What follows belongs to an exercise in optimizing a design on an open flow for small area; a production flow would make more cautious choices.
Only simulation tests tie the RTL to the original design; equivalence was not proved.
Power is estimated from default activity; no workload was simulated.

run A:
Design i2c_target, start of the top module:
module i2c_target #(
    parameter logic [6:0] DEV_ADDR = i2c_target_pkg::DEFAULT_DEV_ADDR,
    parameter int         NUM_REGS = i2c_target_pkg::DEFAULT_NUM_REGS
) (
    input  logic       clk,
    input  logic       rst,
    input  logic       scl,
    input  logic       sda_in,
    output logic       sda_oe,
    output logic       busy,
    input  logic       host_we,
    input  logic [7:0] host_addr,
    input  logic [7:0] host_wdata,
    output logic [7:0] host_rdata,
    output logic       bus_wr_pulse,
    output logic [7:0] bus_wr_addr,
    output logic [7:0] bus_wr_data
);
Settings: LEC_CHECK=0, CAP_MARGIN=20, CELL_PAD_IN_SITES_DETAIL_PLACEMENT=2, CELL_PAD_IN_SITES_GLOBAL_PLACEMENT=2, CORE_MARGIN=2, CORE_UTILIZATION=35, GPL_TIMING_DRIVEN=0, PLACE_DENSITY=0.45, SETUP_SLACK_MARGIN=0.8, SLEW_MARGIN=20, SYNTH_HIERARCHICAL=1, SYNTH_MINIMUM_KEEP_SIZE=0; clock period 6.0 ns.
standard.sh (not shown) runs the stock make flow with config.mk's settings and CLKGATE_MAP_FILE= SYNTH_SCRIPT=/design/flow/synth_recipe.tcl, a recipe that flattens the netlist after the stock synthesis.
==> flow/flow/run.sh <==
#!/bin/bash
# Standard ORFS layout (unchanged synthesis) with these changes:
#  - buffers that ABC inserted are removed at floorplan (REMOVE_ABC_BUFFERS),
#  - every cell is swapped to its smallest drive variant after floorplan,
#    leaving repair_design/repair_timing to upsize only where needed,
#  - ports are buffered with buf_1 instead of the resizer's default pick,
#  - clock tree built without dummy loads, from clkbuf_8 leaf clusters.
set -euo pipefail
HERE=$(pwd)
export REMOVE_ABC_BUFFERS=1
export POST_FLOORPLAN_TCL=$HERE/flow/downsize.tcl
export BUFFER_PORTS_ARGS="-buffer_cell sky130_fd_sc_hd__buf_1"
export CTS_ARGS="-sink_clustering_enable -repair_clock_nets -dont_use_dummy_load -sink_clustering_size 14 -sink_clustering_max_diameter 60 -buf_list sky130_fd_sc_hd__clkbuf_8"
bash standard.sh > $HERE/standard_flow.log 2>&1
==> flow/flow/downsize.tcl <==
set db [ord::get_db]
set block [ord::get_db_block]
set variants [dict create]
foreach lib [$db getLibs] {
  foreach m [$lib getMasters] {
    set n [$m getName]
    if {[regexp {^(sky130_fd_sc_hd__[a-z0-9]+)_([0-9]+)$} $n -> base drv]} {
      if {[string match "*lpflow*" $n] || [string match "*probe*" $n]} { continue }
      dict lappend variants $base $m
    }
  }
}
set skip {sky130_fd_sc_hd__tapvpwrvgnd sky130_fd_sc_hd__conb sky130_fd_sc_hd__fill sky130_fd_sc_hd__decap sky130_fd_sc_hd__diode}
set n_swapped 0
set saved 0
foreach inst [$block getInsts] {
  set m [$inst getMaster]
  set n [$m getName]
  if {![regexp {^(sky130_fd_sc_hd__[a-z0-9]+)_([0-9]+)$} $n -> base drv]} { continue }
  if {[lsearch -exact $skip $base] >= 0} { continue }
  if {![dict exists $variants $base]} { continue }
  set cur_area [expr {[$m getWidth] * [$m getHeight]}]
  set best $m
  set best_area $cur_area
  foreach v [dict get $variants $base] {
    set a [expr {[$v getWidth] * [$v getHeight]}]
    if {$a < $best_area} { set best $v; set best_area $a }
  }
  if {$best ne $m} {
    replace_cell [$inst getName] [$best getName]
    incr n_swapped
    set saved [expr {$saved + $cur_area - $best_area}]
  }
}
puts "downsize: swapped $n_swapped cells, saved [expr {$saved / 1.0e6}] um^2"
In summary, run A completed successfully, with a layout that passed the timing, DRC and antenna checks.
The inputs of run B differ from those of run A as listed below.
--- a/flow/config.mk
+++ b/flow/config.mk
@@ -8 +8 @@
-export CAP_MARGIN = 20
+export CAP_MARGIN = 10
@@ -15,2 +15,2 @@
-export SETUP_SLACK_MARGIN = 0.8
-export SLEW_MARGIN = 20
+export SETUP_SLACK_MARGIN = 0.25
+export SLEW_MARGIN = 10
==> comparison <==
Comparing run B and run A, the lower total half-perimeter wirelength after legalization and detailed placement is on run A.
Looking at endpoint of the worst setup timing path, the host_rdata[4] result is from run A; the host_rdata[5] one comes from run B.
Run B ends up with a power density over the cells that is about 0.8% higher than in run A.
Between run B and run A, the routing usage on met3 is higher for run A.
Summary of run B over run A: count of clock-net buffers in the final layout moved down, worst hold slack across all endpoints essentially unchanged, detailed-route vias per instance dropped 0.44%, total power saw a decrease.
Compared with run A, run B shows final critical-path required period higher by 0.57 ns.
Inputs modified between run B and run C:
--- a/flow/config.mk
+++ b/flow/config.mk
@@ -8,3 +8,3 @@
-export CAP_MARGIN = 10
-export CELL_PAD_IN_SITES_DETAIL_PLACEMENT = 2
-export CELL_PAD_IN_SITES_GLOBAL_PLACEMENT = 2
+export CAP_MARGIN = 20
+export CELL_PAD_IN_SITES_DETAIL_PLACEMENT = 1
+export CELL_PAD_IN_SITES_GLOBAL_PLACEMENT = 1
@@ -12 +12 @@
-export CORE_UTILIZATION = 35
+export CORE_UTILIZATION = 40
@@ -14,3 +14,3 @@
-export PLACE_DENSITY = 0.45
-export SETUP_SLACK_MARGIN = 0.25
-export SLEW_MARGIN = 10
+export PLACE_DENSITY = 0.55
+export SETUP_SLACK_MARGIN = 0.4
+export SLEW_MARGIN = 20
--- outcome ---
Final cell count: run C and run B compared, higher one is run B. Run C vs. run B: number of gates resized after cts went down by 26%. | arrival time at the worst endpoint | run C vs run B | 0.26 ns lower |. Placed cell area of run B is on par with run C. Taking run B as the reference, in run C count of endpoints failing setup in the final report has remained practically unchanged, count of cell instances traversed by the critical path now larger, proportion of layout cells with a drive suffix above 1 went up 1.3 points, global-route usage over all layers went up by 2.0 points, clock group share of total power fell 0.6 points. Worst-case vdd ir drop, run C vs run B: up by a few percent. Looking at setup slack, run C sits 0.27 ns above run B.
### run C -> run D
--- a/flow/config.mk
+++ b/flow/config.mk
@@ -8 +8 @@
-export CAP_MARGIN = 20
+export CAP_MARGIN = 10
@@ -15,2 +15,2 @@
-export SETUP_SLACK_MARGIN = 0.4
-export SLEW_MARGIN = 20
+export SETUP_SLACK_MARGIN = 0.25
+export SLEW_MARGIN = 10
Results
From run C to run D the numbers moved as follows: worst setup slack fell 0.23 ns; first-iteration DRC count about even. As far as post-synthesis instance total goes, run C and run D are indistinguishable; the numbers are identical. Delta (run D minus run C): highest attainable clock frequency lost 3.9%, core area neither gained nor lost much, wire length neither gained nor lost much. As far as count of hold buffers inserted by post-cts repair goes, run D and run C are indistinguishable; the numbers are identical. Cell area: lower on run D. Clock-buffer cell count was lower in run D than in run C.

---

lane 2:
Starting RTL as in the previous note.
## i2c_target
module i2c_target #(
    parameter logic [6:0] DEV_ADDR = i2c_target_pkg::DEFAULT_DEV_ADDR,
    parameter int         NUM_REGS = i2c_target_pkg::DEFAULT_NUM_REGS
) (
    input  logic       clk,
    input  logic       rst,
    input  logic       scl,
    input  logic       sda_in,
    output logic       sda_oe,
    output logic       busy,
    input  logic       host_we,
    input  logic [7:0] host_addr,
    input  logic [7:0] host_wdata,
    output logic [7:0] host_rdata,
    output logic       bus_wr_pulse,
    output logic [7:0] bus_wr_addr,
    output logic [7:0] bus_wr_data
);
export LEC_CHECK = 0
export CAP_MARGIN = 20
export CELL_PAD_IN_SITES_DETAIL_PLACEMENT = 2
export CELL_PAD_IN_SITES_GLOBAL_PLACEMENT = 2
export CORE_MARGIN = 2
export CORE_UTILIZATION = 35
export GPL_TIMING_DRIVEN = 0
export PLACE_DENSITY = 0.45
export SLEW_MARGIN = 20
export SYNTH_HIERARCHICAL = 1
export SYNTH_MINIMUM_KEEP_SIZE = 0
create_clock -name core_clock -period 6.0 [get_ports {clk}]
Scripts as last shown in full above: flow/flow/run.sh, flow/flow/downsize.tcl
Completing all stages was not enough for lane 2: its layout failed the final checks because of negative setup slack.
Input changes introduced in lane 3 (baseline for comparison: lane 2):
- SETUP_SLACK_MARGIN now 0.4, previously not set
==> results.txt <==
- Lane 3 reached the final stage; the timing, DRC and antenna checks on its layout passed.
- Lane 2 → lane 3: number of cells upsized or downsized after cts now sits higher, critical path depth now sits higher, detailed-routed wire length on met3 now sits higher, clock skew now sits higher, total power draw now sits at about the same level.
- Lane 2 and lane 3 ended up with roughly the same routed wire length on met2.
- Comparing lane 2 and lane 3, the lower final cycle utilization of the critical path is on lane 3.

## port drivers added, routing unchanged
Ports are ideal in the flow. The routed layouts listed here were re-timed in OpenROAD.
Step 1 (the two cells are an assumption about what drives the block):
set clk [get_ports {clk}]
set_driving_cell -lib_cell sky130_fd_sc_hd__clkbuf_16 $clk
set_driving_cell -lib_cell sky130_fd_sc_hd__buf_2 [delete_from_list [all_inputs] $clk]
Step 2 moves the port delays by t, midway between the first and last clock arrival at a register: inputs arrive t later, outputs are due t later. That takes back most of the time a late clock gives input paths.
Slacks: ideal ports / drivers / drivers and shift; pairs: ideal ports / drivers.
run	t, ns	setup WS [ns]	hold WS [ns]	worst setup path after step 2	clock arrival spread, ns
run A	0.781	0.736 / 0.706 / 0.706	0.359 / 0.325 / 0.359	input to output	0.074 / 0.074
run B	0.790	0.170 / 0.140 / 0.140	0.360 / 0.360 / 0.360	input to output	0.065 / 0.065
run C	0.756	0.435 / 0.411 / 0.411	0.347 / 0.318 / 0.358	input to output	0.056 / 0.057
run D	0.767	0.207 / 0.178 / 0.178	0.364 / 0.364 / 0.364	input to output	0.068 / 0.068
lane 2	0.782	-0.038 / -0.075 / -0.075	0.359 / 0.326 / 0.359	input to output	0.081 / 0.081
lane 3	0.777	0.343 / 0.314 / 0.314	0.359 / 0.328 / 0.359	input to output	0.087 / 0.087
For lane 2, which loses most, drivers alone change the setup slack by -0.037 ns; drivers and shift together by -0.037 ns.
